Background: an optimization exercise with open tools, aiming at small area, a short achievable clock period and few clock cycles per item. Do not read the settings as production practice.
Where RTL was checked, it was by simulation tests only, not by an equivalence proof against the original.
Power and IR drop assume default switching activity.

## alpha
==> flow/design.v (excerpt) <==
module stream_credit_flow_control
(
  input  logic        clk,
  input  logic        rst,
  input  logic        req_valid,
  output logic        req_ready,
  input  logic [2:0]  req_type,
  input  logic [31:0] req_amount,
  output logic        rsp_valid,
  input  logic        rsp_ready,
  output logic [1:0]  rsp_frame_kind,
  output logic [31:0] rsp_frame_length,
  output logic [2:0]  rsp_status,
  output logic        rsp_last,
  output logic [1:0]  rsp_session_state,
  input  logic        cfg_valid,
  output logic        cfg_ready,
  input  logic [1:0]  cfg_index,
  input  logic [31:0] cfg_data
);
  logic        keep, big, pop;
  logic        q_valid, q_big;
  logic [2:0]  q_type;
  logic        req_w, req_wu, q_w, q_wu, q_sin, sel_p, sel_c, drn_nx, ov_nx;
  logic [31:0] q_amount;
  scfc_front u_front (
    .req_valid  (req_valid),
    .req_type   (req_type),
    .req_amount (req_amount),
    .keep       (keep),
    .req_w      (req_w),
    .req_wu     (req_wu),
    .big        (big)
  );
  scfc_queue u_queue (
    .clk        (clk),
    .rst        (rst),
    .keep       (keep),
    .big        (big),
    .req_type   (req_type),
    .req_w      (req_w),
    .req_wu     (req_wu),
    .req_amount (req_amount),
    .pop        (pop),
    .drn_nx     (drn_nx),
    .ov_nx      (ov_nx),
    .rsp_ready  (rsp_ready),
    .req_ready  (req_ready),
    .q_valid    (q_valid),
    .q_type     (q_type),
    .q_w        (q_w),
    .q_wu       (q_wu),
    .q_sin      (q_sin),
    .sel_p      (sel_p),
    .sel_c      (sel_c),
    .q_big      (q_big),
    .q_amount   (q_amount)
  );
  scfc_back u_back (
    .clk               (clk),
    .rst               (rst),
    .cfg_valid         (cfg_valid),
    .cfg_ready         (cfg_ready),
    .cfg_index         (cfg_index),
    .cfg_data          (cfg_data),
    .rsp_valid         (rsp_valid),
    .rsp_ready         (rsp_ready),
    .rsp_frame_kind    (rsp_frame_kind),
    .rsp_frame_length  (rsp_frame_length),
    .rsp_status        (rsp_status),
    .rsp_last          (rsp_last),
    .rsp_session_state (rsp_session_state),
    .q_valid           (q_valid),
    .q_type            (q_type),
    .q_w               (q_w),
    .q_wu              (q_wu),
    .q_sin             (q_sin),
    .sel_p             (sel_p),
    .sel_c             (sel_c),
  ...
==> module scfc_queue, before the edit <==
module scfc_queue
(
  input  logic        clk,
  input  logic        rst,
  input  logic        keep,
  input  logic        big,
  input  logic [2:0]  req_type,
  input  logic        req_w,
  input  logic        req_wu,
  input  logic [31:0] req_amount,
  input  logic        pop,
  input  logic        drn_nx,
  input  logic        ov_nx,
  input  logic        rsp_ready,
  output logic        req_ready,
  output logic        q_valid,
  output logic [2:0]  q_type,
  output logic        q_w,
  output logic        q_wu,
  output logic        q_sin,
  output logic        sel_p,
  output logic        sel_c,
  output logic        q_big,
  output logic [31:0] q_amount
);
  logic load, q_valid_nx, rr_a, rr_b;
  assign load       = !q_valid || pop;
  assign q_valid_nx = !rst && (load ? keep : q_valid);
  always_ff @(posedge clk) begin
    rr_a <= !q_valid_nx || (!drn_nx && !ov_nx);
    rr_b <= !drn_nx;
  end
  assign req_ready = rr_a || (rr_b && rsp_ready);
  always_ff @(posedge clk) begin
    if (rst) begin
      q_valid <= 1'b0;
    end else if (load) begin
      q_valid <= keep;
    end
  end
  always_ff @(posedge clk) begin
    if (load) begin
      q_type   <= req_type;
      q_w      <= req_w;
      q_wu     <= req_wu;
      q_big    <= big;
      q_amount <= req_amount;
      q_sin    <= req_type[1] && !req_type[0];
    end
  end
  always_ff @(posedge clk) begin
    sel_p <= !drn_nx && (load ? req_w  : q_w);
    sel_c <= !drn_nx && (load ? req_wu : q_wu);
  end
endmodule
Settings: LEC_CHECK=0, CAP_MARGIN=20, CORE_MARGIN=2, CORE_UTILIZATION=55, CTS_CLUSTER_DIAMETER=150, CTS_CLUSTER_SIZE=50, SETUP_SLACK_MARGIN=5.0, SLEW_MARGIN=20; clock period 9.0 ns.
standard.sh (not shown) runs the stock make flow with config.mk's settings and CLKGATE_MAP_FILE= SYNTH_SCRIPT=/design/flow/synth_recipe.tcl, a recipe that flattens the netlist after the stock synthesis.
==> flow/flow/run.sh <==
#!/bin/bash
# The standard layout, with the port buffers made from the smallest buffer cell.
set -euo pipefail
export BUFFER_PORTS_ARGS="-buffer_cell sky130_fd_sc_hd__buf_1"
bash standard.sh > standard.log 2>&1
What beta does differently from alpha at the input level:
--- a/flow/design.v
+++ b/flow/design.v
@@ -118,9 +118,9 @@
       q_w      <= req_w;
       q_wu     <= req_wu;
       q_big    <= big;
       q_amount <= req_amount;
-      q_sin    <= req_type[1] && !req_type[0];
+      q_sin    <= req_type[1];
     end
   end
   always_ff @(posedge clk) begin
     sel_p <= !drn_nx && (load ? req_w  : q_w);
Results
Reported for beta and alpha, number of primary I/O pins turned out identical to the last digit.
Cmp beta and alpha / multi-input combinational cell count / lower: beta
Diff beta..alpha | aggregate negative setup slack | unchanged
Relative to alpha, synthesized-area fraction occupied by xor and xnor cells has increased by 0.40 points in beta.
Comparing beta and alpha, the lower layout filler cell count is on beta.
Between beta and alpha, the highest clock rate does not differ in any meaningful way.
Between alpha and beta, the flow reports post-layout net count decreasing slightly.
Both conditions hold for beta: the flow ran to the end and the final layout passed the timing, design-rule and antenna checks.
The finished layout cell area was comparable across beta and alpha.
Testbench counts of beta, summed over its fixed seeds: cycles 7,795, items 3,200.
No functional check of the RTL was part of alpha.

* * *

Setup of rev 12:
Another version of the RTL of stream_credit_flow_control (not shown whole).
For scale: ~1,700 cells after synthesis, roughly 200 flip-flops, roughly 15,000 µm² of cells after synthesis.
==> flow/config.mk <==
export PLATFORM = sky130hd
export DESIGN_NAME = stream_credit_flow_control
export DESIGN_NICKNAME = stream_credit_flow_control
export VERILOG_FILES = /design/flow/design.v
export SDC_FILE = /design/flow/constraint.sdc
export NUM_CORES = 4
export LEC_CHECK = 0
export CAP_MARGIN = 20
export CORE_MARGIN = 2
export CORE_UTILIZATION = 40
export CTS_CLUSTER_DIAMETER = 150
export CTS_CLUSTER_SIZE = 50
export SETUP_SLACK_MARGIN = 4.5
export SLEW_MARGIN = 20
==> flow/constraint.sdc <==
create_clock -name core_clock -period 9.0 [get_ports {clk}]
set_input_delay 1.8000 -clock core_clock [delete_from_list [all_inputs] [get_ports {clk}]]
set_output_delay 1.8000 -clock core_clock [all_outputs]
set_load 0.01 [all_outputs]
Scripts as last shown in full above: flow/flow/run.sh
Inputs modified between rev 12 and rev 13:
--- a/flow/design.v
+++ b/flow/design.v
@@ -182,36 +182,27 @@
   logic [15:0] chunk, P2;
   logic [31:0] C2;
   assign X = fx ? o_len[15:0] : lim;
   scfc_add #(16) u_px (.a(P),        .b(~X),    .ci(1'b1), .s(d_px),     .co(ge_px));
   scfc_add #(16) u_cp (.a(C[15:0]),  .b(~P),    .ci(1'b1), .s(d_cp),     .co(ge_cp));
   scfc_add #(16) u_cl (.a(C[15:0]),  .b(~lim),  .ci(1'b1), .s(d_cl),     .co(ge_cl));
-  logic        c_borrow;
-  logic [15:0] c_flip;
-  assign c_borrow = p_lt_l ? !ge_cp : !ge_cl;
-  always_comb begin
-    c_flip[0] = 1'b1;
-    for (int i = 1; i < 16; i++) begin
-      c_flip[i] = c_flip[i-1] && !C[15 + i];
-    end
-  end
-  assign c_hi_dec = C[31:16] ^ (c_flip & {16{c_borrow}});
+  scfc_add #(16) u_cd (.a(C[31:16]), .b(16'hFFFF), .ci(1'b0), .s(c_hi_dec), .co());
   assign c_hi   = |C[31:16];
   assign p_lt_l = !ge_px;
   assign c_lt   = !c_hi && !ge_cp && !ge_cl;
   assign data   = (|P) && (|C);
   always_comb begin
     if (c_lt) begin
       chunk = C[15:0];
       C2    = 32'd0;
     end else if (p_lt_l) begin
       chunk = P;
-      C2    = {c_hi_dec, d_cp};
+      C2    = {ge_cp ? C[31:16] : c_hi_dec, d_cp};
     end else begin
       chunk = lim;
-      C2    = {c_hi_dec, d_cl};
+      C2    = {ge_cl ? C[31:16] : c_hi_dec, d_cl};
     end
     if (fx) begin
       P2 = d_px;
     end else if (c_lt) begin
       P2 = P;
     end else if (p_lt_l) begin
### Flow results
Run comparison: rev 12 launching element of the worst setup path u_queue.q_type[1]; rev 13 launching element of the worst setup path rsp_ready. Per the comparison of rev 13 with rev 12, total via count after detailed routing grew by about 0.8%, share of the clock period used by the worst path after layout shrank by 0.60 points, aggregate routed wire length grew by 2300 µm, logic depth of the worst path, buffers included shrank by 14. Rev 13 vs rev 12: combinational power up by a few percent. Compared with rev 12, rev 13 shows a lower synthesized cell count. Setup slack ends up higher on rev 13.
Function was not checked in any run of this note: the RTL went through the layout flow alone.

-- what the ideal ports hide --
The flow's constraints put no driver on any port. The routed layouts listed below were extracted and timed again, unchanged, in two steps.
Step 1, drivers: a clkbuf_16 drives clk and a buf_2 each remaining input, both assumed.
Step 2 adds t to the input delays and takes it off the output delays; t is the mean of the earliest and latest rising clock arrival at the registers after step 1. Input paths then give back, and output paths get back, about the clock's delay inside the block.
Slacks: no drivers / after step 1 / after step 2; pairs: no drivers / after step 1.
run | t (ns) | slack for setup (ns) | hold slack, ns | pins driven straight from the clock port
alpha | 0.512 | 5.049 / 5.029 / 4.690 | 0.460 / 0.460 / 0.460 | 1
beta | 0.495 | 5.056 / 5.035 / 4.984 | 0.458 / 0.458 / 0.458 | 1
rev 12 | 0.503 | 4.497 / 4.497 / 4.497 | 0.456 / 0.456 / 0.456 | 1
rev 13 | 0.512 | 4.551 / 4.531 / 4.531 | 0.457 / 0.457 / 0.457 | 1
After both steps setup and hold are still met in every run listed. The setup slack of alpha, which loses most, moves by -0.020 ns with the drivers and by -0.359 ns with both steps.
